This is an optimization exercise on Yosys and OpenROAD, whose aim is a short achievable clock period and few clock cycles, not a production implementation.
In this exercise RTL edits were held to simulation tests only and were not proved equivalent to the original.
Power figures rest on the tool's default switching activity, not on a simulated workload.

<file path="config.mk">
export PLATFORM = sky130hd
export DESIGN_NAME = lc4_top
export DESIGN_NICKNAME = lc4_top
export VERILOG_FILES = /design/flow/design.v
export SDC_FILE = /design/flow/constraint.sdc
export NUM_CORES = 4
export LEC_CHECK = 0
export ABC_CLOCK_PERIOD_IN_PS = 2000
export CAP_MARGIN = 20
export CORE_MARGIN = 2
export CORE_UTILIZATION = 40
export SLEW_MARGIN = 20
</file>
<file path="constraint.sdc">
create_clock -name core_clock -period 8.0 [get_ports {gwe}]
set_input_delay 1.6000 -clock core_clock [delete_from_list [all_inputs] [get_ports {gwe}]]
set_output_delay 1.6000 -clock core_clock [all_outputs]
set_load 0.01 [all_outputs]
</file>
<file path="design.v">
`timescale 1ns/1ps
package lc4_pkg;
   localparam int WORD_W    = 16;
   localparam int REG_SEL_W = 3;
   localparam int NUM_REGS  = 8;
   typedef logic [WORD_W-1:0]    word_t;
   typedef logic [REG_SEL_W-1:0] reg_sel_t;
   typedef logic [2:0]           nzp_t;       
   localparam nzp_t NZP_N = 3'b100;
   localparam nzp_t NZP_Z = 3'b010;
   localparam nzp_t NZP_P = 3'b001;
   function automatic nzp_t nzp_of(input word_t value);
      if (value[WORD_W-1]) begin
         nzp_of = NZP_N;
      end else if (value == '0) begin
         nzp_of = NZP_Z;
      end else begin
         nzp_of = NZP_P;
      end
   endfunction
endpackage
`timescale 1ns/1ps
module lc4_decoder (
   input  logic [15:0] i_insn,
   output logic [2:0]  o_rd,
   output logic [2:0]  o_rs,
   output logic [2:0]  o_rt,            
   output logic        o_rs_re,
   output logic        o_rt_re,         
   output logic        o_sd_re,         
   output logic        o_rd_we,
   output logic        o_is_load,
   output logic        o_is_store,
   output logic        o_is_mul,
   output logic        o_op_add,        
   output logic        o_op_sub,
   output logic        o_op_and,
   output logic        o_op_not,
   output logic        o_op_or,
   output logic        o_op_xor,
   output logic        o_op_const,
   output logic        o_imm_sel,
   output logic [15:0] o_imm
);
   logic [3:0] opcode;
   logic       immf;
   logic [1:0] sub;
   logic       f_arith, f_logic, f_ldr, f_str, f_const;
   assign opcode  = i_insn[15:12];
   assign immf    = i_insn[5];
   assign sub     = i_insn[4:3];
   assign f_arith = (opcode == 4'b0001);
   assign f_logic = (opcode == 4'b0101);
   assign f_ldr   = (opcode == 4'b0110);
   assign f_str   = (opcode == 4'b0111);
   assign f_const = (opcode == 4'b1001);
   assign o_rd       = i_insn[11:9];
   assign o_rs       = i_insn[8:6];
   assign o_rt       = f_str ? i_insn[11:9] : i_insn[2:0];
   assign o_op_add   = (f_arith & (immf | (sub == 2'd0))) | f_ldr | f_str;
   assign o_op_sub   = f_arith & ~immf & (sub == 2'd2);
   assign o_is_mul   = f_arith & ~immf & (sub == 2'd1);
   assign o_op_and   = f_logic & (immf | (sub == 2'd0));
   assign o_op_not   = f_logic & ~immf & (sub == 2'd1);
   assign o_op_or    = f_logic & ~immf & (sub == 2'd2);
   assign o_op_xor   = f_logic & ~immf & (sub == 2'd3);
   assign o_op_const = f_const;
   assign o_is_load  = f_ldr;
   assign o_is_store = f_str;
   assign o_rd_we    = (f_arith & (immf | (sub != 2'd3))) | f_logic | f_ldr | f_const;
   assign o_rs_re    = (f_arith & (immf | (sub != 2'd3))) | f_logic | f_ldr | f_str;
   assign o_rt_re    = (f_arith & ~immf & (sub != 2'd3)) | (f_logic & ~immf & (sub != 2'd1));
   assign o_sd_re    = f_str;
   assign o_imm_sel  = ((f_arith | f_logic) & immf) | f_ldr | f_str | f_const;
   assign o_imm      = f_const          ? {{7{i_insn[8]}}, i_insn[8:0]} :
                       (f_ldr | f_str)  ? {{10{i_insn[5]}}, i_insn[5:0]} :
                                          {{11{i_insn[4]}}, i_insn[4:0]};
endmodule
`timescale 1ns/1ps
module lc4_regfile (
   input  logic        gwe,
   input  logic        i_reset,
   input  logic [2:0]  i_rs_sel,
   input  logic [2:0]  i_rt_sel,
   input  logic [2:0]  i_rd_sel,
   input  logic        i_rd_we,
   input  logic [15:0] i_wdata,
   output logic [15:0] o_rs_data,
   output logic [15:0] o_rt_data
);
   logic [7:0][15:0] regs;               
   always_ff @(posedge gwe) begin
      if (i_reset) begin
         for (int i = 0; i < 8; i++) begin
            regs[i] <= '0;
         end
      end else if (i_rd_we) begin
         regs[i_rd_sel] <= i_wdata;
      end
   end
   assign o_rs_data = (i_rd_we && (i_rd_sel == i_rs_sel)) ? i_wdata : regs[i_rs_sel];
   assign o_rt_data = (i_rd_we && (i_rd_sel == i_rt_sel)) ? i_wdata : regs[i_rt_sel];
endmodule
`timescale 1ns/1ps
module lc4_add16 (
   input  logic [15:0] i_a,
   input  logic [15:0] i_b,
   input  logic        i_cin,
   output logic [15:0] o_sum
);
   logic [15:0] p0, g0;
   logic [15:0] g1, p1, g2, p2, g3, p3, g4;
   assign p0 = i_a ^ i_b;
   assign g0 = (i_a & i_b) | {15'd0, p0[0] & i_cin};
   always_comb begin
      for (int i = 0; i < 16; i++) begin
         g1[i] = (i >= 1) ? (g0[i] | (p0[i] & g0[i-1])) : g0[i];
         p1[i] = (i >= 1) ? (p0[i] & p0[i-1]) : p0[i];
      end
      for (int i = 0; i < 16; i++) begin
         g2[i] = (i >= 2) ? (g1[i] | (p1[i] & g1[i-2])) : g1[i];
         p2[i] = (i >= 2) ? (p1[i] & p1[i-2]) : p1[i];
      end
      for (int i = 0; i < 16; i++) begin
         g3[i] = (i >= 4) ? (g2[i] | (p2[i] & g2[i-4])) : g2[i];
         p3[i] = (i >= 4) ? (p2[i] & p2[i-4]) : p2[i];
      end
      for (int i = 0; i < 16; i++) begin
         g4[i] = (i >= 8) ? (g3[i] | (p3[i] & g3[i-8])) : g3[i];
      end
   end
   assign o_sum = p0 ^ {g4[14:0], i_cin};
endmodule
module lc4_alu (
   input  logic [15:0] i_res_m,         
   input  logic [15:0] i_a,             
   input  logic [15:0] i_b,             
   input  logic        i_sub,
   input  logic        i_e1,            
   input  logic        i_e2p,           
   input  logic        i_e2n,           
   input  logic        i_e3,            
   input  logic        i_e4p,           
   input  logic        i_e1m,           
   input  logic        i_e3m,
   input  logic        i_la_m,          
   input  logic        i_lb_m,          
   input  logic        i_op_and,
   input  logic        i_op_not,
   input  logic        i_op_or,
   input  logic        i_op_xor,
   input  logic        i_op_const,
   output logic [15:0] o_addr,
   output logic [15:0] o_result
);
   logic [15:0] s1, s2p, s2n, s3;
   logic [15:0] la, lb, lres;
   lc4_add16 u_add1  (.i_a(i_res_m), .i_b(i_b),       .i_cin(i_sub), .o_sum(s1));
   lc4_add16 u_add2p (.i_a(i_a),     .i_b(i_res_m),   .i_cin(1'b0),  .o_sum(s2p));
   lc4_add16 u_add2n (.i_a(i_a),     .i_b(~i_res_m),  .i_cin(1'b1),  .o_sum(s2n));
   lc4_add16 u_add3  (.i_a(i_a),     .i_b(i_b),       .i_cin(i_sub), .o_sum(s3));
   assign la = i_la_m ? i_res_m : i_a;
   assign lb = i_lb_m ? i_res_m : i_b;
   assign lres = ({16{i_op_and}}   & (la & lb))
               | ({16{i_op_or}}    & (la | lb))
               | ({16{i_op_xor}}   & (la ^ lb))
               | ({16{i_op_not}}   & ~la)
               | ({16{i_op_const}} & i_b);
   assign o_result = ({16{i_e1}}  & s1)
                   | ({16{i_e2p}} & s2p)
                   | ({16{i_e2n}} & s2n)
                   | ({16{i_e3}}  & s3)
                   | ({16{i_e4p}} & {i_res_m[14:0], 1'b0})
                   | lres;
   assign o_addr = ({16{i_e1m}} & s1) | ({16{i_e3m}} & s3);
endmodule
`timescale 1ns/1ps
module lc4_mul_s1 (
   input  logic [15:0] i_a,
   input  logic [15:0] i_b,
   output logic [80:0] o_cs
);
   logic c2;
   logic c4;
   logic c6;
   logic c11;
   logic c13;
   logic c15;
   logic c17;
   logic c19;
   logic c21;
   logic c23;
   logic c25;
   logic c27;
   logic c29;
   logic c31;
   logic c33;
   logic c35;
   logic c37;
   logic c39;
   logic c41;
   logic c43;
   logic c45;
   logic c51;
   logic c53;
   logic c55;
   logic c57;
   logic c59;
   logic c61;
   logic c63;
   logic c65;
   logic c67;
   logic c69;
   logic c71;
   logic c73;
   logic c75;
   logic c77;
   logic c79;
   logic c81;
   logic c83;
   logic c85;
   logic c87;
   logic c89;
   logic c91;
   logic c93;
   logic c95;
   logic c97;
   logic s1;
   logic s3;
   logic s5;
   logic s7;
   logic s8;
   logic s9;
   logic s10;
   logic s12;
   logic s14;
   logic s16;
   logic s18;
   logic s20;
   logic s22;
   logic s24;
   logic s26;
   logic s28;
   logic s30;
   logic s32;
   logic s34;
   logic s36;
   logic s38;
   logic s40;
   logic s42;
   logic s44;
   logic s46;
   logic s47;
   logic s48;
   logic s49;
   logic s50;
   logic s52;
   logic s54;
   logic s56;
   logic s58;
   logic s60;
   logic s62;
   logic s64;
   logic s66;
   logic s68;
   logic s70;
   logic s72;
   logic s74;
   logic s76;
   logic s78;
   logic s80;
   logic s82;
   logic s84;
   logic s86;
   logic s88;
   logic s90;
   logic s92;
   logic s94;
   logic s96;
   logic s98;
   logic s99;
   logic s100;
   assign s1 = (i_a[13] & i_b[0]) ^ (i_a[12] & i_b[1]);
   assign c2 = (i_a[13] & i_b[0]) & (i_a[12] & i_b[1]);
   assign s3 = (i_a[14] & i_b[0]) ^ (i_a[13] & i_b[1]) ^ (i_a[12] & i_b[2]);
   assign c4 = ((i_a[14] & i_b[0]) & (i_a[13] & i_b[1])) | ((i_a[14] & i_b[0]) & (i_a[12] & i_b[2])) | ((i_a[13] & i_b[1]) & (i_a[12] & i_b[2]));
   assign s5 = (i_a[11] & i_b[3]) ^ (i_a[10] & i_b[4]);
   assign c6 = (i_a[11] & i_b[3]) & (i_a[10] & i_b[4]);
   assign s7 = (i_a[15] & i_b[0]) ^ (i_a[14] & i_b[1]) ^ (i_a[13] & i_b[2]);
   assign s8 = (i_a[12] & i_b[3]) ^ (i_a[11] & i_b[4]) ^ (i_a[10] & i_b[5]);
   assign s9 = (i_a[9] & i_b[6]) ^ (i_a[8] & i_b[7]);
   assign s10 = (i_a[9] & i_b[0]) ^ (i_a[8] & i_b[1]);
   assign c11 = (i_a[9] & i_b[0]) & (i_a[8] & i_b[1]);
   assign s12 = (i_a[10] & i_b[0]) ^ (i_a[9] & i_b[1]) ^ (i_a[8] & i_b[2]);
   assign c13 = ((i_a[10] & i_b[0]) & (i_a[9] & i_b[1])) | ((i_a[10] & i_b[0]) & (i_a[8] & i_b[2])) | ((i_a[9] & i_b[1]) & (i_a[8] & i_b[2]));
   assign s14 = (i_a[7] & i_b[3]) ^ (i_a[6] & i_b[4]);
   assign c15 = (i_a[7] & i_b[3]) & (i_a[6] & i_b[4]);
   assign s16 = (i_a[11] & i_b[0]) ^ (i_a[10] & i_b[1]) ^ (i_a[9] & i_b[2]);
   assign c17 = ((i_a[11] & i_b[0]) & (i_a[10] & i_b[1])) | ((i_a[11] & i_b[0]) & (i_a[9] & i_b[2])) | ((i_a[10] & i_b[1]) & (i_a[9] & i_b[2]));
   assign s18 = (i_a[8] & i_b[3]) ^ (i_a[7] & i_b[4]) ^ (i_a[6] & i_b[5]);
   assign c19 = ((i_a[8] & i_b[3]) & (i_a[7] & i_b[4])) | ((i_a[8] & i_b[3]) & (i_a[6] & i_b[5])) | ((i_a[7] & i_b[4]) & (i_a[6] & i_b[5]));
   assign s20 = (i_a[5] & i_b[6]) ^ (i_a[4] & i_b[7]);
   assign c21 = (i_a[5] & i_b[6]) & (i_a[4] & i_b[7]);
   assign s22 = (i_a[12] & i_b[0]) ^ (i_a[11] & i_b[1]) ^ (i_a[10] & i_b[2]);
   assign c23 = ((i_a[12] & i_b[0]) & (i_a[11] & i_b[1])) | ((i_a[12] & i_b[0]) & (i_a[10] & i_b[2])) | ((i_a[11] & i_b[1]) & (i_a[10] & i_b[2]));
   assign s24 = (i_a[9] & i_b[3]) ^ (i_a[8] & i_b[4]) ^ (i_a[7] & i_b[5]);
   assign c25 = ((i_a[9] & i_b[3]) & (i_a[8] & i_b[4])) | ((i_a[9] & i_b[3]) & (i_a[7] & i_b[5])) | ((i_a[8] & i_b[4]) & (i_a[7] & i_b[5]));
   assign s26 = (i_a[6] & i_b[6]) ^ (i_a[5] & i_b[7]) ^ (i_a[4] & i_b[8]);
   assign c27 = ((i_a[6] & i_b[6]) & (i_a[5] & i_b[7])) | ((i_a[6] & i_b[6]) & (i_a[4] & i_b[8])) | ((i_a[5] & i_b[7]) & (i_a[4] & i_b[8]));
   assign s28 = (i_a[3] & i_b[9]) ^ (i_a[2] & i_b[10]);
   assign c29 = (i_a[3] & i_b[9]) & (i_a[2] & i_b[10]);
   assign s30 = (i_a[11] & i_b[2]) ^ (i_a[10] & i_b[3]) ^ (i_a[9] & i_b[4]);
   assign c31 = ((i_a[11] & i_b[2]) & (i_a[10] & i_b[3])) | ((i_a[11] & i_b[2]) & (i_a[9] & i_b[4])) | ((i_a[10] & i_b[3]) & (i_a[9] & i_b[4]));
   assign s32 = (i_a[8] & i_b[5]) ^ (i_a[7] & i_b[6]) ^ (i_a[6] & i_b[7]);
   assign c33 = ((i_a[8] & i_b[5]) & (i_a[7] & i_b[6])) | ((i_a[8] & i_b[5]) & (i_a[6] & i_b[7])) | ((i_a[7] & i_b[6]) & (i_a[6] & i_b[7]));
   assign s34 = (i_a[5] & i_b[8]) ^ (i_a[4] & i_b[9]) ^ (i_a[3] & i_b[10]);
   assign c35 = ((i_a[5] & i_b[8]) & (i_a[4] & i_b[9])) | ((i_a[5] & i_b[8]) & (i_a[3] & i_b[10])) | ((i_a[4] & i_b[9]) & (i_a[3] & i_b[10]));
   assign s36 = (i_a[2] & i_b[11]) ^ (i_a[1] & i_b[12]) ^ (i_a[0] & i_b[13]);
   assign c37 = ((i_a[2] & i_b[11]) & (i_a[1] & i_b[12])) | ((i_a[2] & i_b[11]) & (i_a[0] & i_b[13])) | ((i_a[1] & i_b[12]) & (i_a[0] & i_b[13]));
   assign s38 = (i_a[9] & i_b[5]) ^ (i_a[8] & i_b[6]) ^ (i_a[7] & i_b[7]);
   assign c39 = ((i_a[9] & i_b[5]) & (i_a[8] & i_b[6])) | ((i_a[9] & i_b[5]) & (i_a[7] & i_b[7])) | ((i_a[8] & i_b[6]) & (i_a[7] & i_b[7]));
   assign s40 = (i_a[6] & i_b[8]) ^ (i_a[5] & i_b[9]) ^ (i_a[4] & i_b[10]);
   assign c41 = ((i_a[6] & i_b[8]) & (i_a[5] & i_b[9])) | ((i_a[6] & i_b[8]) & (i_a[4] & i_b[10])) | ((i_a[5] & i_b[9]) & (i_a[4] & i_b[10]));
   assign s42 = (i_a[3] & i_b[11]) ^ (i_a[2] & i_b[12]) ^ (i_a[1] & i_b[13]);
   assign c43 = ((i_a[3] & i_b[11]) & (i_a[2] & i_b[12])) | ((i_a[3] & i_b[11]) & (i_a[1] & i_b[13])) | ((i_a[2] & i_b[12]) & (i_a[1] & i_b[13]));
   assign s44 = (i_a[0] & i_b[14]) ^ s3 ^ s5;
   assign c45 = ((i_a[0] & i_b[14]) & s3) | ((i_a[0] & i_b[14]) & s5) | (s3 & s5);
   assign s46 = (i_a[7] & i_b[8]) ^ (i_a[6] & i_b[9]) ^ (i_a[5] & i_b[10]);
   assign s47 = (i_a[4] & i_b[11]) ^ (i_a[3] & i_b[12]) ^ (i_a[2] & i_b[13]);
   assign s48 = (i_a[1] & i_b[14]) ^ (i_a[0] & i_b[15]) ^ s7;
   assign s49 = s8 ^ s9 ^ c4;
   assign s50 = (i_a[6] & i_b[0]) ^ (i_a[5] & i_b[1]);
   assign c51 = (i_a[6] & i_b[0]) & (i_a[5] & i_b[1]);
   assign s52 = (i_a[7] & i_b[0]) ^ (i_a[6] & i_b[1]) ^ (i_a[5] & i_b[2]);
   assign c53 = ((i_a[7] & i_b[0]) & (i_a[6] & i_b[1])) | ((i_a[7] & i_b[0]) & (i_a[5] & i_b[2])) | ((i_a[6] & i_b[1]) & (i_a[5] & i_b[2]));
   assign s54 = (i_a[4] & i_b[3]) ^ (i_a[3] & i_b[4]);
   assign c55 = (i_a[4] & i_b[3]) & (i_a[3] & i_b[4]);
   assign s56 = (i_a[8] & i_b[0]) ^ (i_a[7] & i_b[1]) ^ (i_a[6] & i_b[2]);
   assign c57 = ((i_a[8] & i_b[0]) & (i_a[7] & i_b[1])) | ((i_a[8] & i_b[0]) & (i_a[6] & i_b[2])) | ((i_a[7] & i_b[1]) & (i_a[6] & i_b[2]));
   assign s58 = (i_a[5] & i_b[3]) ^ (i_a[4] & i_b[4]) ^ (i_a[3] & i_b[5]);
   assign c59 = ((i_a[5] & i_b[3]) & (i_a[4] & i_b[4])) | ((i_a[5] & i_b[3]) & (i_a[3] & i_b[5])) | ((i_a[4] & i_b[4]) & (i_a[3] & i_b[5]));
   assign s60 = (i_a[2] & i_b[6]) ^ (i_a[1] & i_b[7]);
   assign c61 = (i_a[2] & i_b[6]) & (i_a[1] & i_b[7]);
   assign s62 = (i_a[7] & i_b[2]) ^ (i_a[6] & i_b[3]) ^ (i_a[5] & i_b[4]);
   assign c63 = ((i_a[7] & i_b[2]) & (i_a[6] & i_b[3])) | ((i_a[7] & i_b[2]) & (i_a[5] & i_b[4])) | ((i_a[6] & i_b[3]) & (i_a[5] & i_b[4]));
   assign s64 = (i_a[4] & i_b[5]) ^ (i_a[3] & i_b[6]) ^ (i_a[2] & i_b[7]);
   assign c65 = ((i_a[4] & i_b[5]) & (i_a[3] & i_b[6])) | ((i_a[4] & i_b[5]) & (i_a[2] & i_b[7])) | ((i_a[3] & i_b[6]) & (i_a[2] & i_b[7]));
   assign s66 = (i_a[1] & i_b[8]) ^ (i_a[0] & i_b[9]) ^ s10;
   assign c67 = ((i_a[1] & i_b[8]) & (i_a[0] & i_b[9])) | ((i_a[1] & i_b[8]) & s10) | ((i_a[0] & i_b[9]) & s10);
   assign s68 = (i_a[5] & i_b[5]) ^ (i_a[4] & i_b[6]) ^ (i_a[3] & i_b[7]);
   assign c69 = ((i_a[5] & i_b[5]) & (i_a[4] & i_b[6])) | ((i_a[5] & i_b[5]) & (i_a[3] & i_b[7])) | ((i_a[4] & i_b[6]) & (i_a[3] & i_b[7]));
   assign s70 = (i_a[2] & i_b[8]) ^ (i_a[1] & i_b[9]) ^ (i_a[0] & i_b[10]);
   assign c71 = ((i_a[2] & i_b[8]) & (i_a[1] & i_b[9])) | ((i_a[2] & i_b[8]) & (i_a[0] & i_b[10])) | ((i_a[1] & i_b[9]) & (i_a[0] & i_b[10]));
   assign s72 = s12 ^ s14 ^ c11;
   assign c73 = (s12 & s14) | (s12 & c11) | (s14 & c11);
   assign s74 = (i_a[3] & i_b[8]) ^ (i_a[2] & i_b[9]) ^ (i_a[1] & i_b[10]);
   assign c75 = ((i_a[3] & i_b[8]) & (i_a[2] & i_b[9])) | ((i_a[3] & i_b[8]) & (i_a[1] & i_b[10])) | ((i_a[2] & i_b[9]) & (i_a[1] & i_b[10]));
   assign s76 = (i_a[0] & i_b[11]) ^ s16 ^ s18;
   assign c77 = ((i_a[0] & i_b[11]) & s16) | ((i_a[0] & i_b[11]) & s18) | (s16 & s18);
   assign s78 = s20 ^ c13 ^ c15;
   assign c79 = (s20 & c13) | (s20 & c15) | (c13 & c15);
   assign s80 = (i_a[1] & i_b[11]) ^ (i_a[0] & i_b[12]) ^ s22;
   assign c81 = ((i_a[1] & i_b[11]) & (i_a[0] & i_b[12])) | ((i_a[1] & i_b[11]) & s22) | ((i_a[0] & i_b[12]) & s22);
   assign s82 = s24 ^ s26 ^ s28;
   assign c83 = (s24 & s26) | (s24 & s28) | (s26 & s28);
   assign s84 = c17 ^ c19 ^ c21;
   assign c85 = (c17 & c19) | (c17 & c21) | (c19 & c21);
   assign s86 = s1 ^ s30 ^ s32;
   assign c87 = (s1 & s30) | (s1 & s32) | (s30 & s32);
   assign s88 = s34 ^ s36 ^ c23;
   assign c89 = (s34 & s36) | (s34 & c23) | (s36 & c23);
   assign s90 = c25 ^ c27 ^ c29;
   assign c91 = (c25 & c27) | (c25 & c29) | (c27 & c29);
   assign s92 = c2 ^ s38 ^ s40;
   assign c93 = (c2 & s38) | (c2 & s40) | (s38 & s40);
   assign s94 = s42 ^ s44 ^ c31;
   assign c95 = (s42 & s44) | (s42 & c31) | (s44 & c31);
   assign s96 = c33 ^ c35 ^ c37;
   assign c97 = (c33 & c35) | (c33 & c37) | (c35 & c37);
   assign s98 = c6 ^ s46 ^ s47;
   assign s99 = s48 ^ s49 ^ c39;
   assign s100 = c41 ^ c43 ^ c45;
   assign o_cs[0] = (i_a[0] & i_b[0]);
   assign o_cs[1] = (i_a[1] & i_b[0]);
   assign o_cs[2] = (i_a[0] & i_b[1]);
   assign o_cs[3] = (i_a[2] & i_b[0]);
   assign o_cs[4] = (i_a[1] & i_b[1]);
   assign o_cs[5] = (i_a[0] & i_b[2]);
   assign o_cs[6] = (i_a[3] & i_b[0]);
   assign o_cs[7] = (i_a[2] & i_b[1]);
   assign o_cs[8] = (i_a[1] & i_b[2]);
   assign o_cs[9] = (i_a[0] & i_b[3]);
   assign o_cs[10] = (i_a[4] & i_b[0]);
   assign o_cs[11] = (i_a[3] & i_b[1]);
   assign o_cs[12] = (i_a[2] & i_b[2]);
   assign o_cs[13] = (i_a[1] & i_b[3]);
   assign o_cs[14] = (i_a[0] & i_b[4]);
   assign o_cs[15] = (i_a[5] & i_b[0]);
   assign o_cs[16] = (i_a[4] & i_b[1]);
   assign o_cs[17] = (i_a[3] & i_b[2]);
   assign o_cs[18] = (i_a[2] & i_b[3]);
   assign o_cs[19] = (i_a[1] & i_b[4]);
   assign o_cs[20] = (i_a[0] & i_b[5]);
   assign o_cs[21] = (i_a[4] & i_b[2]);
   assign o_cs[22] = (i_a[3] & i_b[3]);
   assign o_cs[23] = (i_a[2] & i_b[4]);
   assign o_cs[24] = (i_a[1] & i_b[5]);
   assign o_cs[25] = (i_a[0] & i_b[6]);
   assign o_cs[26] = s50;
   assign o_cs[27] = (i_a[2] & i_b[5]);
   assign o_cs[28] = (i_a[1] & i_b[6]);
   assign o_cs[29] = (i_a[0] & i_b[7]);
   assign o_cs[30] = s52;
   assign o_cs[31] = s54;
   assign o_cs[32] = c51;
   assign o_cs[33] = (i_a[0] & i_b[8]);
   assign o_cs[34] = s56;
   assign o_cs[35] = s58;
   assign o_cs[36] = s60;
   assign o_cs[37] = c53;
   assign o_cs[38] = c55;
   assign o_cs[39] = s62;
   assign o_cs[40] = s64;
   assign o_cs[41] = s66;
   assign o_cs[42] = c57;
   assign o_cs[43] = c59;
   assign o_cs[44] = c61;
   assign o_cs[45] = s68;
   assign o_cs[46] = s70;
   assign o_cs[47] = s72;
   assign o_cs[48] = c63;
   assign o_cs[49] = c65;
   assign o_cs[50] = c67;
   assign o_cs[51] = s74;
   assign o_cs[52] = s76;
   assign o_cs[53] = s78;
   assign o_cs[54] = c69;
   assign o_cs[55] = c71;
   assign o_cs[56] = c73;
   assign o_cs[57] = s80;
   assign o_cs[58] = s82;
   assign o_cs[59] = s84;
   assign o_cs[60] = c75;
   assign o_cs[61] = c77;
   assign o_cs[62] = c79;
   assign o_cs[63] = s86;
   assign o_cs[64] = s88;
   assign o_cs[65] = s90;
   assign o_cs[66] = c81;
   assign o_cs[67] = c83;
   assign o_cs[68] = c85;
   assign o_cs[69] = s92;
   assign o_cs[70] = s94;
   assign o_cs[71] = s96;
   assign o_cs[72] = c87;
   assign o_cs[73] = c89;
   assign o_cs[74] = c91;
   assign o_cs[75] = s98;
   assign o_cs[76] = s99;
   assign o_cs[77] = s100;
   assign o_cs[78] = c93;
   assign o_cs[79] = c95;
   assign o_cs[80] = c97;
endmodule
module lc4_mul_s2 (
   input  logic [80:0] i_cs,
   output logic [15:0] o_row0,
   output logic [15:0] o_row1
);
   logic c2;
   logic c4;
   logic c6;
   logic c8;
   logic c10;
   logic c12;
   logic c14;
   logic c16;
   logic c18;
   logic c20;
   logic c22;
   logic c24;
   logic c26;
   logic c28;
   logic c30;
   logic c32;
   logic c34;
   logic c36;
   logic c38;
   logic c40;
   logic c42;
   logic c46;
   logic c48;
   logic c50;
   logic c52;
   logic c54;
   logic c56;
   logic c58;
   logic c60;
   logic c62;
   logic c64;
   logic c66;
   logic c68;
   logic c71;
   logic c73;
   logic c75;
   logic c77;
   logic c79;
   logic c81;
   logic c83;
   logic c85;
   logic c87;
   logic c89;
   logic c91;
   logic c93;
   logic c95;
   logic s1;
   logic s3;
   logic s5;
   logic s7;
   logic s9;
   logic s11;
   logic s13;
   logic s15;
   logic s17;
   logic s19;
   logic s21;
   logic s23;
   logic s25;
   logic s27;
   logic s29;
   logic s31;
   logic s33;
   logic s35;
   logic s37;
   logic s39;
   logic s41;
   logic s43;
   logic s44;
   logic s45;
   logic s47;
   logic s49;
   logic s51;
   logic s53;
   logic s55;
   logic s57;
   logic s59;
   logic s61;
   logic s63;
   logic s65;
   logic s67;
   logic s69;
   logic s70;
   logic s72;
   logic s74;
   logic s76;
   logic s78;
   logic s80;
   logic s82;
   logic s84;
   logic s86;
   logic s88;
   logic s90;
   logic s92;
   logic s94;
   logic s96;
   logic [15:0] row0;
   logic [15:0] row1;
   assign s1 = i_cs[10] ^ i_cs[11];
   assign c2 = i_cs[10] & i_cs[11];
   assign s3 = i_cs[15] ^ i_cs[16] ^ i_cs[17];
   assign c4 = (i_cs[15] & i_cs[16]) | (i_cs[15] & i_cs[17]) | (i_cs[16] & i_cs[17]);
   assign s5 = i_cs[18] ^ i_cs[19];
   assign c6 = i_cs[18] & i_cs[19];
   assign s7 = i_cs[21] ^ i_cs[22] ^ i_cs[23];
   assign c8 = (i_cs[21] & i_cs[22]) | (i_cs[21] & i_cs[23]) | (i_cs[22] & i_cs[23]);
   assign s9 = i_cs[24] ^ i_cs[25] ^ i_cs[26];
   assign c10 = (i_cs[24] & i_cs[25]) | (i_cs[24] & i_cs[26]) | (i_cs[25] & i_cs[26]);
   assign s11 = i_cs[27] ^ i_cs[28] ^ i_cs[29];
   assign c12 = (i_cs[27] & i_cs[28]) | (i_cs[27] & i_cs[29]) | (i_cs[28] & i_cs[29]);
   assign s13 = i_cs[30] ^ i_cs[31] ^ i_cs[32];
   assign c14 = (i_cs[30] & i_cs[31]) | (i_cs[30] & i_cs[32]) | (i_cs[31] & i_cs[32]);
   assign s15 = i_cs[33] ^ i_cs[34] ^ i_cs[35];
   assign c16 = (i_cs[33] & i_cs[34]) | (i_cs[33] & i_cs[35]) | (i_cs[34] & i_cs[35]);
   assign s17 = i_cs[36] ^ i_cs[37] ^ i_cs[38];
   assign c18 = (i_cs[36] & i_cs[37]) | (i_cs[36] & i_cs[38]) | (i_cs[37] & i_cs[38]);
   assign s19 = i_cs[39] ^ i_cs[40] ^ i_cs[41];
   assign c20 = (i_cs[39] & i_cs[40]) | (i_cs[39] & i_cs[41]) | (i_cs[40] & i_cs[41]);
   assign s21 = i_cs[42] ^ i_cs[43] ^ i_cs[44];
   assign c22 = (i_cs[42] & i_cs[43]) | (i_cs[42] & i_cs[44]) | (i_cs[43] & i_cs[44]);
   assign s23 = i_cs[45] ^ i_cs[46] ^ i_cs[47];
   assign c24 = (i_cs[45] & i_cs[46]) | (i_cs[45] & i_cs[47]) | (i_cs[46] & i_cs[47]);
   assign s25 = i_cs[48] ^ i_cs[49] ^ i_cs[50];
   assign c26 = (i_cs[48] & i_cs[49]) | (i_cs[48] & i_cs[50]) | (i_cs[49] & i_cs[50]);
   assign s27 = i_cs[51] ^ i_cs[52] ^ i_cs[53];
   assign c28 = (i_cs[51] & i_cs[52]) | (i_cs[51] & i_cs[53]) | (i_cs[52] & i_cs[53]);
   assign s29 = i_cs[54] ^ i_cs[55] ^ i_cs[56];
   assign c30 = (i_cs[54] & i_cs[55]) | (i_cs[54] & i_cs[56]) | (i_cs[55] & i_cs[56]);
   assign s31 = i_cs[57] ^ i_cs[58] ^ i_cs[59];
   assign c32 = (i_cs[57] & i_cs[58]) | (i_cs[57] & i_cs[59]) | (i_cs[58] & i_cs[59]);
   assign s33 = i_cs[60] ^ i_cs[61] ^ i_cs[62];
   assign c34 = (i_cs[60] & i_cs[61]) | (i_cs[60] & i_cs[62]) | (i_cs[61] & i_cs[62]);
   assign s35 = i_cs[63] ^ i_cs[64] ^ i_cs[65];
   assign c36 = (i_cs[63] & i_cs[64]) | (i_cs[63] & i_cs[65]) | (i_cs[64] & i_cs[65]);
   assign s37 = i_cs[66] ^ i_cs[67] ^ i_cs[68];
   assign c38 = (i_cs[66] & i_cs[67]) | (i_cs[66] & i_cs[68]) | (i_cs[67] & i_cs[68]);
   assign s39 = i_cs[69] ^ i_cs[70] ^ i_cs[71];
   assign c40 = (i_cs[69] & i_cs[70]) | (i_cs[69] & i_cs[71]) | (i_cs[70] & i_cs[71]);
   assign s41 = i_cs[72] ^ i_cs[73] ^ i_cs[74];
   assign c42 = (i_cs[72] & i_cs[73]) | (i_cs[72] & i_cs[74]) | (i_cs[73] & i_cs[74]);
   assign s43 = i_cs[75] ^ i_cs[76] ^ i_cs[77];
   assign s44 = i_cs[78] ^ i_cs[79] ^ i_cs[80];
   assign s45 = i_cs[6] ^ i_cs[7];
   assign c46 = i_cs[6] & i_cs[7];
   assign s47 = i_cs[12] ^ i_cs[13] ^ i_cs[14];
   assign c48 = (i_cs[12] & i_cs[13]) | (i_cs[12] & i_cs[14]) | (i_cs[13] & i_cs[14]);
   assign s49 = i_cs[20] ^ s3 ^ s5;
   assign c50 = (i_cs[20] & s3) | (i_cs[20] & s5) | (s3 & s5);
   assign s51 = s7 ^ s9 ^ c4;
   assign c52 = (s7 & s9) | (s7 & c4) | (s9 & c4);
   assign s53 = s11 ^ s13 ^ c8;
   assign c54 = (s11 & s13) | (s11 & c8) | (s13 & c8);
   assign s55 = s15 ^ s17 ^ c12;
   assign c56 = (s15 & s17) | (s15 & c12) | (s17 & c12);
   assign s57 = s19 ^ s21 ^ c16;
   assign c58 = (s19 & s21) | (s19 & c16) | (s21 & c16);
   assign s59 = s23 ^ s25 ^ c20;
   assign c60 = (s23 & s25) | (s23 & c20) | (s25 & c20);
   assign s61 = s27 ^ s29 ^ c24;
   assign c62 = (s27 & s29) | (s27 & c24) | (s29 & c24);
   assign s63 = s31 ^ s33 ^ c28;
   assign c64 = (s31 & s33) | (s31 & c28) | (s33 & c28);
   assign s65 = s35 ^ s37 ^ c32;
   assign c66 = (s35 & s37) | (s35 & c32) | (s37 & c32);
   assign s67 = s39 ^ s41 ^ c36;
   assign c68 = (s39 & s41) | (s39 & c36) | (s41 & c36);
   assign s69 = s43 ^ s44 ^ c40;
   assign s70 = i_cs[3] ^ i_cs[4];
   assign c71 = i_cs[3] & i_cs[4];
   assign s72 = i_cs[8] ^ i_cs[9] ^ s45;
   assign c73 = (i_cs[8] & i_cs[9]) | (i_cs[8] & s45) | (i_cs[9] & s45);
   assign s74 = s1 ^ s47 ^ c46;
   assign c75 = (s1 & s47) | (s1 & c46) | (s47 & c46);
   assign s76 = c2 ^ s49 ^ c48;
   assign c77 = (c2 & s49) | (c2 & c48) | (s49 & c48);
   assign s78 = c6 ^ s51 ^ c50;
   assign c79 = (c6 & s51) | (c6 & c50) | (s51 & c50);
   assign s80 = c10 ^ s53 ^ c52;
   assign c81 = (c10 & s53) | (c10 & c52) | (s53 & c52);
   assign s82 = c14 ^ s55 ^ c54;
   assign c83 = (c14 & s55) | (c14 & c54) | (s55 & c54);
   assign s84 = c18 ^ s57 ^ c56;
   assign c85 = (c18 & s57) | (c18 & c56) | (s57 & c56);
   assign s86 = c22 ^ s59 ^ c58;
   assign c87 = (c22 & s59) | (c22 & c58) | (s59 & c58);
   assign s88 = c26 ^ s61 ^ c60;
   assign c89 = (c26 & s61) | (c26 & c60) | (s61 & c60);
   assign s90 = c30 ^ s63 ^ c62;
   assign c91 = (c30 & s63) | (c30 & c62) | (s63 & c62);
   assign s92 = c34 ^ s65 ^ c64;
   assign c93 = (c34 & s65) | (c34 & c64) | (s65 & c64);
   assign s94 = c38 ^ s67 ^ c66;
   assign c95 = (c38 & s67) | (c38 & c66) | (s67 & c66);
   assign s96 = c42 ^ s69 ^ c68;
   assign row0[0] = i_cs[0];
   assign row1[0] = 1'b0;
   assign row0[1] = i_cs[1];
   assign row1[1] = i_cs[2];
   assign row0[2] = i_cs[5];
   assign row1[2] = s70;
   assign row0[3] = s72;
   assign row1[3] = c71;
   assign row0[4] = s74;
   assign row1[4] = c73;
   assign row0[5] = s76;
   assign row1[5] = c75;
   assign row0[6] = s78;
   assign row1[6] = c77;
   assign row0[7] = s80;
   assign row1[7] = c79;
   assign row0[8] = s82;
   assign row1[8] = c81;
   assign row0[9] = s84;
   assign row1[9] = c83;
   assign row0[10] = s86;
   assign row1[10] = c85;
   assign row0[11] = s88;
   assign row1[11] = c87;
   assign row0[12] = s90;
   assign row1[12] = c89;
   assign row0[13] = s92;
   assign row1[13] = c91;
   assign row0[14] = s94;
   assign row1[14] = c93;
   assign row0[15] = s96;
   assign row1[15] = c95;
   assign o_row0 = row0;
   assign o_row1 = row1;
endmodule
`timescale 1ns/1ps
module lc4_pipeline #(
   parameter logic [15:0] RESET_PC = 16'h8200
) (
   input  logic        gwe,
   input  logic        i_reset,
   input  logic [15:0] i_cur_insn,
   input  logic [15:0] i_cur_dmem_data,
   output logic [15:0] o_cur_pc,
   output logic [15:0] o_dmem_addr,
   output logic        o_dmem_we,
   output logic [15:0] o_dmem_wdata,
   output logic        o_trace_valid,
   output logic [15:0] o_trace_pc,
   output logic [15:0] o_trace_insn,
   output logic        o_trace_regfile_we,
   output logic [2:0]  o_trace_wsel,
   output logic [15:0] o_trace_wdata,
   output logic        o_trace_nzp_we,
   output logic [2:0]  o_trace_nzp_bits,
   output logic        o_trace_dmem_we,
   output logic [15:0] o_trace_dmem_addr,
   output logic [15:0] o_trace_dmem_data
);
   localparam int CSW = 81;              
   logic [15:0] pc;
   logic        stall, stall_nx;
   logic [2:0]  f_rd, f_rs, f_rt;
   logic        f_rs_re, f_rt_re, f_sd_re, f_we;
   logic        f_ld, f_st, f_mul;
   logic        f_add, f_sub, f_and, f_not, f_or, f_xor, f_const;
   logic        f_imm_sel;
   logic [15:0] f_imm;
   logic        d_valid;
   logic [15:0] d_insn;
   logic [2:0]  dec_rd, dec_rs, dec_rt;
   logic        dec_rs_re, dec_rt_re, dec_sd_re, dec_we;
   logic        dec_ld, dec_st, dec_mul;
   logic        dec_add, dec_sub, dec_and, dec_not, dec_or, dec_xor, dec_const;
   logic        dec_imm_sel;
   logic [15:0] dec_imm;
   logic [15:0] rf_rs, rf_rt;
   logic        rf_clear;
   logic        h1_rs, h1_rt, h2_rs, h2_rt, h3_rs, h3_rt;
   logic        f_hit_d, f_hit_x, d_hit_x;
   logic [15:0] rs_val, rt_val, nxt_w, nxt_t;
   logic        x_valid;
   logic [15:0] x_insn;
   logic [2:0]  x_rd;
   logic        x_we, x_ld, x_st, x_mul;
   logic        x_sub, x_and, x_not, x_or, x_xor, x_const;
   logic [15:0] xa_q, xb_q, xs_q, xma_q, xmb_q;
   logic        e1, e2p, e2n, e3, e4p, e1m, e3m, la_m, lb_m;
   logic        s_m, ma_m, mb_m;
   logic [15:0] x_s, x_ma, x_mb;
   logic [15:0] x_addr, x_result;
   logic [CSW-1:0] x_cs;
   logic        dec_adder, dec_logic, a_m, b_m;
   logic        m_valid;
   logic [15:0] m_insn;
   logic [2:0]  m_rd;
   logic        m_we, m_ld, m_st, m_mul;
   logic [15:0] res_m, m_addr, m_wdata;
   logic [CSW-1:0] m_cs;
   logic [15:0] m_row0, m_row1;
   logic        w_valid;
   logic [15:0] w_insn;
   logic [2:0]  w_rd;
   logic        w_we, w_st, w_mul;
   logic [15:0] res_w, w_daddr, w_ddata;
   logic [15:0] w_row0, w_row1, w_product;
   logic        t_valid;
   logic [15:0] t_insn;
   logic [2:0]  t_rd;
   logic        t_we, t_st;
   logic [15:0] res_t, t_daddr, t_ddata;
   logic        u_valid;
   logic [15:0] u_pc, u_insn;
   logic        u_rwe, u_dwe;
   logic [2:0]  u_wsel, u_nzp;
   logic [15:0] u_wdata, u_daddr, u_ddata;
   lc4_decoder u_decoder (
      .i_insn     (i_cur_insn),
      .o_rd       (f_rd),
      .o_rs       (f_rs),
      .o_rt       (f_rt),
      .o_rs_re    (f_rs_re),
      .o_rt_re    (f_rt_re),
      .o_sd_re    (f_sd_re),
      .o_rd_we    (f_we),
      .o_is_load  (f_ld),
      .o_is_store (f_st),
      .o_is_mul   (f_mul),
      .o_op_add   (f_add),
      .o_op_sub   (f_sub),
      .o_op_and   (f_and),
      .o_op_not   (f_not),
      .o_op_or    (f_or),
      .o_op_xor   (f_xor),
      .o_op_const (f_const),
      .o_imm_sel  (f_imm_sel),
      .o_imm      (f_imm)
   );
   assign f_hit_d = (f_rs_re & (f_rs == dec_rd)) | ((f_rt_re | f_sd_re) & (f_rt == dec_rd));
   assign f_hit_x = (f_rs_re & (f_rs == x_rd)) | ((f_rt_re | f_sd_re) & (f_rt == x_rd));
   assign d_hit_x = (dec_rs_re & (dec_rs == x_rd)) | ((dec_rt_re | dec_sd_re) & (dec_rt == x_rd));
   assign stall_nx = stall ? (x_mul & d_hit_x)
                           : (((dec_ld | dec_mul) & f_hit_d) | (x_mul & f_hit_x));
   always_ff @(posedge gwe) begin
      if (i_reset) begin
         pc        <= RESET_PC;
         stall     <= 1'b0;
         d_valid   <= 1'b0;
         dec_rs_re <= 1'b0;
         dec_rt_re <= 1'b0;
         dec_sd_re <= 1'b0;
         dec_we    <= 1'b0;
         dec_ld    <= 1'b0;
         dec_st    <= 1'b0;
         dec_mul   <= 1'b0;
         dec_add   <= 1'b0;
         dec_sub   <= 1'b0;
         dec_and   <= 1'b0;
         dec_not   <= 1'b0;
         dec_or    <= 1'b0;
         dec_xor   <= 1'b0;
         dec_const <= 1'b0;
      end else begin
         stall <= stall_nx;
         if (!stall) begin
            pc        <= pc + 16'd1;
            d_valid   <= 1'b1;
            dec_rs_re <= f_rs_re;
            dec_rt_re <= f_rt_re;
            dec_sd_re <= f_sd_re;
            dec_we    <= f_we;
            dec_ld    <= f_ld;
            dec_st    <= f_st;
            dec_mul   <= f_mul;
            dec_add   <= f_add;
            dec_sub   <= f_sub;
            dec_and   <= f_and;
            dec_not   <= f_not;
            dec_or    <= f_or;
            dec_xor   <= f_xor;
            dec_const <= f_const;
         end
      end
   end
   always_ff @(posedge gwe) begin
      if (!stall) begin
         d_insn      <= i_cur_insn;
         dec_rd      <= f_rd;
         dec_rs      <= f_rs;
         dec_rt      <= f_rt;
         dec_imm_sel <= f_imm_sel;
         dec_imm     <= f_imm;
      end
   end
   assign o_cur_pc = pc;
   always_ff @(posedge gwe) begin
      rf_clear <= i_reset;
   end
   lc4_regfile u_regfile (
      .gwe       (gwe),
      .i_reset   (rf_clear),
      .i_rs_sel  (dec_rs),
      .i_rt_sel  (dec_rt),
      .i_rd_sel  (t_rd),
      .i_rd_we   (t_we),
      .i_wdata   (res_t),
      .o_rs_data (rf_rs),
      .o_rt_data (rf_rt)
   );
   assign h1_rs = x_we && (x_rd == dec_rs);
   assign h1_rt = x_we && (x_rd == dec_rt);
   assign h2_rs = m_we && (m_rd == dec_rs);
   assign h2_rt = m_we && (m_rd == dec_rt);
   assign h3_rs = w_we && (w_rd == dec_rs);
   assign h3_rt = w_we && (w_rd == dec_rt);
   assign nxt_w = m_ld ? i_cur_dmem_data : res_m;
   assign nxt_t = w_mul ? w_product : res_w;
   assign rs_val = h2_rs ? nxt_w : h3_rs ? nxt_t : rf_rs;
   assign rt_val = h2_rt ? nxt_w : h3_rt ? nxt_t : rf_rt;
   assign dec_adder = dec_add | dec_sub;
   assign dec_logic = dec_and | dec_or | dec_xor | dec_not;
   assign a_m       = h1_rs;                     
   assign b_m       = dec_rt_re & h1_rt;
   always_ff @(posedge gwe) begin
      if (i_reset || stall) begin
         x_valid <= 1'b0;
         x_we    <= 1'b0;
         x_ld    <= 1'b0;
         x_st    <= 1'b0;
         x_mul   <= 1'b0;
         x_sub   <= 1'b0;
         x_and   <= 1'b0;
         x_not   <= 1'b0;
         x_or    <= 1'b0;
         x_xor   <= 1'b0;
         x_const <= 1'b0;
         e1      <= 1'b0;
         e2p     <= 1'b0;
         e2n     <= 1'b0;
         e3      <= 1'b0;
         e4p     <= 1'b0;
         e1m     <= 1'b0;
         e3m     <= 1'b0;
         la_m    <= 1'b0;
         lb_m    <= 1'b0;
         s_m     <= 1'b0;
         ma_m    <= 1'b0;
         mb_m    <= 1'b0;
      end else begin
         x_valid <= d_valid;
         x_we    <= dec_we;
         x_ld    <= dec_ld;
         x_st    <= dec_st;
         x_mul   <= dec_mul;
         x_sub   <= dec_sub;
         x_and   <= dec_and;
         x_not   <= dec_not;
         x_or    <= dec_or;
         x_xor   <= dec_xor;
         x_const <= dec_const;
         e1      <= dec_adder & a_m & ~b_m;
         e2p     <= dec_adder & ~a_m & b_m & ~dec_sub;
         e2n     <= dec_adder & ~a_m & b_m & dec_sub;
         e3      <= dec_adder & ~a_m & ~b_m;
         e4p     <= dec_adder & a_m & b_m & ~dec_sub;
         e1m     <= (dec_ld | dec_st) & a_m;
         e3m     <= (dec_ld | dec_st) & ~a_m;
         la_m    <= dec_logic & a_m;
         lb_m    <= dec_logic & b_m;
         s_m     <= dec_sd_re & h1_rt;
         ma_m    <= dec_mul & h1_rs;
         mb_m    <= dec_mul & h1_rt;
      end
   end
   always_ff @(posedge gwe) begin
      x_insn <= d_insn;
      x_rd   <= dec_rd;
      xa_q   <= rs_val;
      xb_q   <= dec_imm_sel ? dec_imm : (dec_sub ? ~rt_val : rt_val);
      xs_q   <= rt_val;
      xma_q  <= (dec_mul & ~h1_rs) ? rs_val : '0;
      xmb_q  <= (dec_mul & ~h1_rt) ? rt_val : '0;
   end
   lc4_alu u_alu (
      .i_res_m    (res_m),
      .i_a        (xa_q),
      .i_b        (xb_q),
      .i_sub      (x_sub),
      .i_e1       (e1),
      .i_e2p      (e2p),
      .i_e2n      (e2n),
      .i_e3       (e3),
      .i_e4p      (e4p),
      .i_e1m      (e1m),
      .i_e3m      (e3m),
      .i_la_m     (la_m),
      .i_lb_m     (lb_m),
      .i_op_and   (x_and),
      .i_op_not   (x_not),
      .i_op_or    (x_or),
      .i_op_xor   (x_xor),
      .i_op_const (x_const),
      .o_addr     (x_addr),
      .o_result   (x_result)
   );
   assign x_s  = s_m ? res_m : xs_q;
   assign x_ma = ({16{ma_m}} & res_m) | xma_q;
   assign x_mb = ({16{mb_m}} & res_m) | xmb_q;
   lc4_mul_s1 u_mul_s1 (
      .i_a  (x_ma),
      .i_b  (x_mb),
      .o_cs (x_cs)
   );
   always_ff @(posedge gwe) begin
      if (i_reset) begin
         m_valid <= 1'b0;
         m_we    <= 1'b0;
         m_ld    <= 1'b0;
         m_st    <= 1'b0;
         m_mul   <= 1'b0;
      end else begin
         m_valid <= x_valid;
         m_we    <= x_we;
         m_ld    <= x_ld;
         m_st    <= x_st;
         m_mul   <= x_mul;
      end
      m_insn  <= x_insn;
      m_rd    <= x_rd;
      res_m   <= x_result;
      m_addr  <= x_addr;
      m_wdata <= x_st ? x_s : '0;
      m_cs    <= x_cs;
   end
   assign o_dmem_addr  = m_addr;
   assign o_dmem_we    = m_st;
   assign o_dmem_wdata = m_wdata;
   lc4_mul_s2 u_mul_s2 (
      .i_cs   (m_cs),
      .o_row0 (m_row0),
      .o_row1 (m_row1)
   );
   always_ff @(posedge gwe) begin
      if (i_reset) begin
         w_valid <= 1'b0;
         w_we    <= 1'b0;
         w_st    <= 1'b0;
         w_mul   <= 1'b0;
      end else begin
         w_valid <= m_valid;
         w_we    <= m_we;
         w_st    <= m_st;
         w_mul   <= m_mul;
      end
      w_insn  <= m_insn;
      w_rd    <= m_rd;
      res_w   <= m_ld ? i_cur_dmem_data : res_m;
      w_daddr <= m_addr;
      w_ddata <= m_ld ? i_cur_dmem_data : m_wdata;
      w_row0  <= m_row0;
      w_row1  <= m_row1;
   end
   lc4_add16 u_mul_add (
      .i_a   (w_row0),
      .i_b   (w_row1),
      .i_cin (1'b0),
      .o_sum (w_product)
   );
   always_ff @(posedge gwe) begin
      if (i_reset) begin
         t_valid <= 1'b0;
         t_we    <= 1'b0;
         t_st    <= 1'b0;
      end else begin
         t_valid <= w_valid;
         t_we    <= w_we;
         t_st    <= w_st;
      end
      t_insn  <= w_insn;
      t_rd    <= w_rd;
      res_t   <= w_mul ? w_product : res_w;
      t_daddr <= w_daddr;
      t_ddata <= w_ddata;
   end
   always_ff @(posedge gwe) begin
      if (i_reset) begin
         u_valid <= 1'b0;
         u_pc    <= RESET_PC;
      end else begin
         u_valid <= t_valid;
         if (u_valid) begin
            u_pc <= u_pc + 16'd1;
         end
      end
      u_insn  <= t_insn;
      u_rwe   <= t_we;
      u_wsel  <= t_we ? t_rd : '0;
      u_wdata <= t_we ? res_t : '0;
      u_nzp   <= t_we ? lc4_pkg::nzp_of(res_t) : '0;
      u_dwe   <= t_st;
      u_daddr <= t_daddr;
      u_ddata <= t_ddata;
   end
   assign o_trace_valid      = u_valid;
   assign o_trace_pc         = u_pc;
   assign o_trace_insn       = u_insn;
   assign o_trace_regfile_we = u_rwe;
   assign o_trace_wsel       = u_wsel;
   assign o_trace_wdata      = u_wdata;
   assign o_trace_nzp_we     = u_rwe;
   assign o_trace_nzp_bits   = u_nzp;
   assign o_trace_dmem_we    = u_dwe;
   assign o_trace_dmem_addr  = u_daddr;
   assign o_trace_dmem_data  = u_ddata;
endmodule
`timescale 1ns/1ps
module lc4_top (
   input  logic        gwe,
   input  logic        i_reset,
   input  logic [15:0] i_cur_insn,
   input  logic [15:0] i_cur_dmem_data,
   output logic [15:0] o_cur_pc,
   output logic [15:0] o_dmem_addr,
   output logic        o_dmem_we,
   output logic [15:0] o_dmem_wdata,
   output logic        o_trace_valid,
   output logic [15:0] o_trace_pc,
   output logic [15:0] o_trace_insn,
   output logic        o_trace_regfile_we,
   output logic [2:0]  o_trace_wsel,
   output logic [15:0] o_trace_wdata,
   output logic        o_trace_nzp_we,
   output logic [2:0]  o_trace_nzp_bits,
   output logic        o_trace_dmem_we,
   output logic [15:0] o_trace_dmem_addr,
   output logic [15:0] o_trace_dmem_data
);
   lc4_pipeline #(.RESET_PC(16'h8200)) u_pipe (
      .gwe                (gwe),
      .i_reset            (i_reset),
      .i_cur_insn         (i_cur_insn),
      .i_cur_dmem_data    (i_cur_dmem_data),
      .o_cur_pc           (o_cur_pc),
      .o_dmem_addr        (o_dmem_addr),
      .o_dmem_we          (o_dmem_we),
      .o_dmem_wdata       (o_dmem_wdata),
      .o_trace_valid      (o_trace_valid),
      .o_trace_pc         (o_trace_pc),
      .o_trace_insn       (o_trace_insn),
      .o_trace_regfile_we (o_trace_regfile_we),
      .o_trace_wsel       (o_trace_wsel),
      .o_trace_wdata      (o_trace_wdata),
      .o_trace_nzp_we     (o_trace_nzp_we),
      .o_trace_nzp_bits   (o_trace_nzp_bits),
      .o_trace_dmem_we    (o_trace_dmem_we),
      .o_trace_dmem_addr  (o_trace_dmem_addr),
      .o_trace_dmem_data  (o_trace_dmem_data)
   );
endmodule
</file>
<file path="flow/run.sh">
#!/bin/bash
set -euo pipefail
bash standard.sh SETUP_SLACK_MARGIN=5.6 finish > standard_flow.log 2>&1
</file>
<file path="standard.sh">
#!/bin/bash
# synth_recipe.tcl (not shown) runs the flow's synth.tcl, then flattens the netlist and writes it again
# the make line also repeats each setting of config.mk as NAME=value (left out here)
make -C /OpenROAD-flow-scripts/flow DESIGN_CONFIG=/design/flow/config.mk WORK_HOME=/design/flow/orfs CLKGATE_MAP_FILE= SYNTH_SCRIPT=/design/flow/synth_recipe.tcl "${@:-finish}"
</file>
==> results.ini, run 1 <==
[timing]
relSlewSlack=0.2216
slew_viol_final=0
layout_min_cycle_time_ns=2.801
fin_crit_sh=0.3501
finalClockSkew_ns=0.02884
setup_violations=0
grt_setup_unrepaired=true
worst_pin_slew_ns=1.166
fin_setup_tns_ns=0
max_freq_mhz=357.0
final_hold_viol_count=0

[logic_synthesis]
postSynthAreaPerCell_um2=10.09
synthTopCellsByCount=683 x dfxtp_1, 379 x nor2_1, 231 x inv_1
synthCells=3118
yosysTopAreaCell=dfxtp_1
synth_edf_count=24
yosys_warnings=3
synth_top_cell_area_share=0.4348
synth.area.top_cells=dfxtp_1 43%, fa_1 5.4%, ha_1 5.0%, mux4_2 4.6%, nor2_1 4.5%
synth_area_um2=31450
ys_ff_latch=707
ys_seq_area_frac=0.4577
syn_nets=3363
yosysMostFrequentCell=dfxtp_1
synthFlopType=dfxtp_1
synth_cell_type_count=94
async_reset_ff_frac=0

[power_and_ir_drop]
peakVddDrop_uv=158.7
leakagePower_nw=16.83
p_per_area_nw_per_um2=201.7

[grt]
track_usage=0.2303
grt_pass1_vias=23530
grt_pass1_wl_mm=143.8
grt_max_degree=101
antenna_found_initial=1
grt_overflow_total=0

[finish]
largestRegisters=u_pipe.u_regfile.regs (128), u_pipe.m_cs (81)
diodes=0
area.growth.synth_to_final_pct=29.06
largest_register_ff_count=128
drive_gt1_frac=0.2919
largest_register=u_pipe.u_regfile.regs
nets=3671
final_core_util=0.5231

[detailed_routing]
drt-vias-per-instance=5.365
ant_nets=0
vias=24290
wire_per_inst_um=21.27
drc=0
drtIter0Drc=2373
wl_mm=96.28
drt_pre_antenna_iters=6

[cts]
cts_sinks=707
path_clk_slew_ns=0.06
cts_tree=done
clk_latency_ns=0.65
cts_root_buf=clkbuf_16
cts_buffer_depth=3
numCtsBuffers=75
htree_levels=3

[die]
start_util=0.4053
fp.dieArea_um2=80880
die_x_um=284.4
core_um2=77590
std_cell_rows=102
die_h_um=284.4
io_pins=173

[min_path]
hold_depth=0
hold_path_class=flop to flop

[worst_setup_path]
rr_worst_depth=11
path_max_fanout=3
startpoint_type=flop
worstPathRequired_ns=8.54
worst-endpoint-arrival_ns=3.34
path_class=flop to flop
critPathCaptureType=flop

[place]
gp_congestion=0.9814
dp_hpwl_mm=64.24
numPortBuffers=172

[run]
cap_violations=0

[run_status]
status=timing/DRC/antenna clean

-- cell families after synthesis --
| logic type | share of synthesized area |
|---|---|
| adder cells (fa/ha/maj) | 0.1042 |
| AO/OA/AOI/OAI | 0.1357 |
| AND/OR/NAND/NOR | 0.1274 |
| multiplexers | 0.08080 |
| flip-flops | 0.4577 |
| XOR/XNOR | 0.04062 |
| buffers and inverters | 0.05359 |
-- critical path, cell delays in order (launching register included) --
cell and delay (ns):
dfxtp_4 0.36, fa_2 0.43, buf_4 0.16, buf_6 0.11, a211oi_4 0.26, o21ai_2 0.13, nand3_2 0.14, a21oi_2 0.07
a211oi_2 0.35, xnor2_1 0.15, a211o_2 0.30, a211o_1 0.23
-- timing repair --
item	in CTS	in global routing
setup endpoints to repair	416	346
hold buffers	0	0
pin swaps	101	134
setup buffers	109	68
endpoints found under the hold margin	0	0
gates resized for setup	1054	242
cloned	6	3
-- power breakdown --
group | internal [mW] | total, mW | switching (mW)
registers | 3.61 | 3.73 | 0.116
clock network | 2.22 | 3.75 | 1.53
logic | 0.305 | 0.709 | 0.403
-- metrics by stage --
step / std cells / total power [mW] / hold WS [ns] / setup WS (ns) / instance area (um2)
2_1_floorplan: 3118 / 4.142 / 0.3096 / 5.189 / 31750
3_3_place_gp: 4203 / 4.353 / 0.3100 / 4.232 / 34240
3_5_place_dp: 4203 / 4.352 / 0.3121 / 4.181 / 34240
4_1_cts: 4456 / 8.188 / 0.3126 / 5.179 / 39010
5_1_grt: 4527 / 8.474 / 0.3188 / 5.131 / 40590
6_report: 4527 / 8.188 / 0.3123 / 5.199 / 40590
-- cell type report --
| class | count | area [um2] |
|---|---|---|
| Tap cell | 1040 | 1301 |
| Multi-Input combinational cell | 2001 | 17030 |
| Sequential cell | 707 | 14630 |
| Fill cell | 6947 | 37010 |
| Clock inverter | 37 | 590.6 |
| Clock buffer | 101 | 2117 |
| Timing Repair Buffer | 403 | 4008 |
| Inverter | 238 | 908.4 |
-- cells in the final DEF, fill, tap and decap left out, types with 19 or more instances in the layout --
cell type	count
a22oi_1	136
inv_1	223
dfxtp_4	24
clkdlybuf4s50_1	20
edfxtp_1	24
nor2b_1	52
o21ai_0	47
dfxtp_1	543
nor2_1	366
nor3_1	21
a21o_1	35
clkbuf_16	80
mux4_2	64
buf_6	149
xnor2_1	76
a211oi_1	20
nand2_1	155
fa_1	74
o21ai_1	34
xor2_1	53
and2_1	33
nand4_1	25
a21oi_1	85
a22o_1	19
ha_4	19
o211ai_1	27
a21oi_2	31
buf_4	166
dfxtp_2	116
buf_2	29
nand3_1	29
ha_1	105
mux2i_1	82
-- worst paths after layout --
kind                                   from                   endpoint  slack [ns]
setup / recovery    u_pipe.res_m[0]$_DFF_P_   u_pipe.res_m[15]$_DFF_P_        5.20
hold reg to reg   u_pipe.w_insn[15]$_DFF_P_  u_pipe.t_insn[15]$_DFF_P_        0.31
setup reg to reg    u_pipe.res_m[0]$_DFF_P_   u_pipe.res_m[15]$_DFF_P_        5.20
hold / removal    u_pipe.w_insn[15]$_DFF_P_  u_pipe.t_insn[15]$_DFF_P_        0.31
-- metal layers --
metal,vias to the layer above,GRT usage,part of all wire
met5,-,0,0.00014
met4,2,0.09013,0.039
met3,181,0.04446,0.076
met2,983,0.3680,0.46
met1,11730,0.3073,0.43
li1,11390,-,-
Testbench counts, summed over its fixed seeds: cycles 12,766.
==> inputs of run 2 (changes only) <==
--- a/config.mk
+++ b/config.mk
@@ -8,5 +8,5 @@
 export ABC_CLOCK_PERIOD_IN_PS = 2000
 export CAP_MARGIN = 20
 export CORE_MARGIN = 2
-export CORE_UTILIZATION = 40
+export CORE_UTILIZATION = 60
 export SLEW_MARGIN = 20
==> run 2 against run 1 <==
- clock skew shrank 0.0056 ns
- first-iteration DRC count up 6.2%
- hold slack got worse by 0.0046 ns
- combinational power down 0.7%
- maximum frequency increased by 1.4%
- area after synthesis did not move
- critical path depth is the same
- worst setup slack gained 0.040 ns
- die area down 33%
- sequential share of layout area up 0.75 points
- global-route usage is 11 points higher
- largest cell class unchanged
- register-to-register slack improved by 0.04 ns
- still clean
==> results.ini, run 2 <==
[run_status]
status=timing/DRC/antenna clean

[power_and_ir_drop]
p_per_area_nw_per_um2=201.2
p_seq_frac=0.466
peakVddDrop_uv=174.6
switching_share=0.2491
clockPowerShare=0.446
leakagePower_nw=16.61
p_switching_mw=1.993
pwr-share-comb=0.088
power.internal_mw=6.010

[logic_synthesis]
synth_cell_type_count=94
synth_edf_count=24
synth_area_um2=31450
syn_nets=3363
yosysMostFrequentCell=dfxtp_1
ys_seq_area_frac=0.4577
synth_top_cell_area_share=0.4348
yosysTopAreaCell=dfxtp_1
postSynthAreaPerCell_um2=10.09
synthTopCellsByCount=683 x dfxtp_1, 379 x nor2_1, 231 x inv_1
yosys_warnings=3
synthCells=3118
synthFlopType=dfxtp_1
async_reset_ff_frac=0
synth.area.top_cells=dfxtp_1 43%, fa_1 5.4%, ha_1 5.0%, mux4_2 4.6%, nor2_1 4.5%
ys_ff_latch=707

[run]
cap_violations=0

[die]
fp.dieArea_um2=54260
die_x_um=232.9
std_cell_rows=83
start_util=0.6093
io_pins=173
die_h_um=232.9
core_um2=51610

[cts]
cts_sinks=707
cts_tree=done
cts_root_buf=clkbuf_16
cts_buffer_depth=3
clk_latency_ns=0.63
numCtsBuffers=72
path_clk_slew_ns=0.06
htree_levels=3

[worst_setup_path]
rr_worst_depth=11
r2r_end=u_pipe.res_m[12]$_DFF_P_
worstPathRequired_ns=8.48
cp_common_cell=fa_2
critical-path-max-stage-delay_ns=0.38
worst-endpoint-arrival_ns=3.25
path_max_fanout=5
crit_path_top_delay_cell=dfxtp_4
crit_path_cell_trace=fa_2 -> inv_2 -> fa_2 -> nand3b_1 -> a211oi_2 -> and4b_2 -> buf_4 -> nor2_4 -> xor2_2 -> a221oi_2 -> o211ai_1
startpoint_type=flop
critPathCaptureType=flop
timing.rr.start=u_pipe.res_m[0]$_DFF_P_
path_class=flop to flop
reg2reg_slack_ns=5.24

[min_path]
hold_depth=0
hold_path_class=flop to flop
hold_end=u_pipe.u_insn[3]$_DFF_P_
hold_start=u_pipe.t_insn[3]$_DFF_P_

[place]
dp_hpwl_mm=61.65
gp_congestion=0.9283
dp.cells=3838
dp_slack_ns=4.189
numPortBuffers=172
place_area_um2=33750

[finish]
final_cell_mix=544 x dfxtp_1, 363 x nor2_1, 227 x inv_1, 169 x buf_4, 151 x nand2_1
largest_register_ff_count=128
drive_gt1_frac=0.2920
largestRegisters=u_pipe.u_regfile.regs (128), u_pipe.m_cs (81)
nets=3652
fin_area_um2=39780
finalNonFillerCells=4148
fillers=3446
area.growth.synth_to_final_pct=26.48
largest_register=u_pipe.u_regfile.regs
final_core_util=0.7707
layout_commonest_cell=dfxtp_1

[grt]
grt_max_degree=105
grt_pass1_vias=25010
grt_pass1_wl_mm=142.0
track_usage=0.3400
antenna_found_initial=2
grt_overflow_total=0

[detailed_routing]
ant_nets=0
vias=25350
wl_mm=96.00
drt_pre_antenna_iters=8
drc=0
drtIter0Drc=2519
wire_per_inst_um=23.14
drt-vias-per-instance=6.110

[timing]
layout_min_cycle_time_ns=2.761
setup_ws_ns=5.239
setup_violations=0
final_hold_viol_count=0
fin_crit_sh=0.3452
worst_pin_slew_ns=1.102
max_freq_mhz=362.1
fin_setup_tns_ns=0
slew_viol_final=0
grt_setup_unrepaired=true
finalClockSkew_ns=0.02328
relSlewSlack=0.2645

-- run 2: cell count changes in the layout (fill, tap and decap cells not counted), sizes merged, moves of 2 or more --
| cell | delta |
|---|---|
| buf | -16 |
| diode | +2 |
| inv | +5 |
| clkinvlp | +6 |
| clkbuf | -11 |
| clkinv | -5 |
-- run 2: layout make-up --
cell class	instances	area (um2)	share of cell area
multi-input cells	2001	17120	0.4304
flip-flops and latches	707	14640	0.3679
repair buffers	387	3734	0.09386
clock buffers	91	1994	0.05014
inverters	238	905.9	0.02277
well taps	680	850.8	0.02139
clock inverters	42	533.0	0.01340
diodes	2	5.005	0.0001258
-- run 2: kinds of logic after synthesis --
family                   Yosys count  share of synthesized area
buffers and inverters            411                    0.05359
AO/OA/AOI/OAI                    613                     0.1357
XOR/XNOR                         145                    0.04062
adder cells (fa/ha/maj)          211                     0.1042
flip-flops                       707                     0.4577
AND/OR/NAND/NOR                  858                     0.1274
multiplexers                     173                    0.08080
-- run 2: power by group through the flow --
stage	Sequential, mW	Combinational [mW]	Clock (mW)
after global placement	3.80	0.519	0
after CTS	3.73	0.602	3.60
after detailed placement	3.80	0.529	0
final	3.73	0.704	3.57
after floorplan	3.73	0.413	0
after global routing	3.73	0.752	3.74
-- run 2: worst max path at each step --
stage / from / slack (ns) / depth (start not counted) / end
after global routing: u_pipe.w_row1[1]$_DFF_P_ / 5.22 / 13 / u_pipe.xb_q[7]$_DFF_P_
after floorplan: i_cur_insn[14] / 5.19 / 7 / u_pipe.stall$_SDFF_PP0_
after CTS: u_pipe.m_addr[1]$_DFF_P_ / 5.28 / 1 / o_dmem_addr[1]
after global placement: i_cur_insn[14] / 4.27 / 8 / u_pipe.stall$_SDFF_PP0_
final: u_pipe.res_m[0]$_DFF_P_ / 5.24 / 11 / u_pipe.res_m[12]$_DFF_P_
after detailed placement: i_cur_insn[14] / 4.19 / 8 / u_pipe.stall$_SDFF_PP0_
-- run 2: per-stage QoR --
step / hold slack, ns / total power, mW
after floorplan: 0.3096 / 4.142
after global placement: 0.3098 / 4.320
after detailed placement: 0.3121 / 4.330
after CTS: 0.3074 / 7.928
after global routing: 0.3235 / 8.220
final: 0.3077 / 8.004
-- run 2: per-layer routing --
layer,wire (um),GRT usage
met5,0,0
met4,4464,0.1535
met3,8775,0.06961
met2,45180,0.5603
met1,37580,0.4314
-- run 2: critical path: cells and delay by family, from the launching register on --
kind / cells / cell delay [ns]
adder cells (fa/ha/maj): 2 / 0.60
AO/OA/AOI/OAI: 3 / 0.73
XOR/XNOR: 1 / 0.10
AND/OR/NAND/NOR: 3 / 0.63
buffers and inverters: 2 / 0.19
flip-flops: 1 / 0.38
-- run 2: what timing repair did --
action	in CTS	in global routing
buffers inserted	92	73
hold buffers	0	0
pin swaps	84	107
cloned	5	5
endpoints found under the setup margin	428	355
resized for setup	1015	246

==> afterwards: timing with drivers on the ports <==
The flow's constraints put no driver on any port. The routed layouts listed below were extracted and timed again, unchanged, in two steps. Step 1, drivers: a clkbuf_16 drives gwe and a buf_2 each remaining input, both assumed. Step 2 adds t to the input delays and takes it off the output delays; t is the mean of the earliest and latest rising clock arrival at the registers after step 1. Input paths then give back, and output paths get back, about the clock's delay inside the block. a / b / c = ideal ports / drivers / drivers and shift; a / b = the first two.
| run | t, ns | setup slack, ns | hold WS [ns] | worst setup path after step 2 |
|---|---|---|---|---|
| run 1 | 0.702 | 5.199 / 5.199 / 4.759 | 0.312 / 0.312 / 0.312 | input to register |
| run 2 | 0.678 | 5.239 / 5.239 / 4.833 | 0.308 / 0.308 / 0.308 | input to register |
After both steps every run listed still meets setup and hold. The setup slack of run 1, which loses most, moves by 0.000 ns with the drivers and by -0.440 ns with both steps.
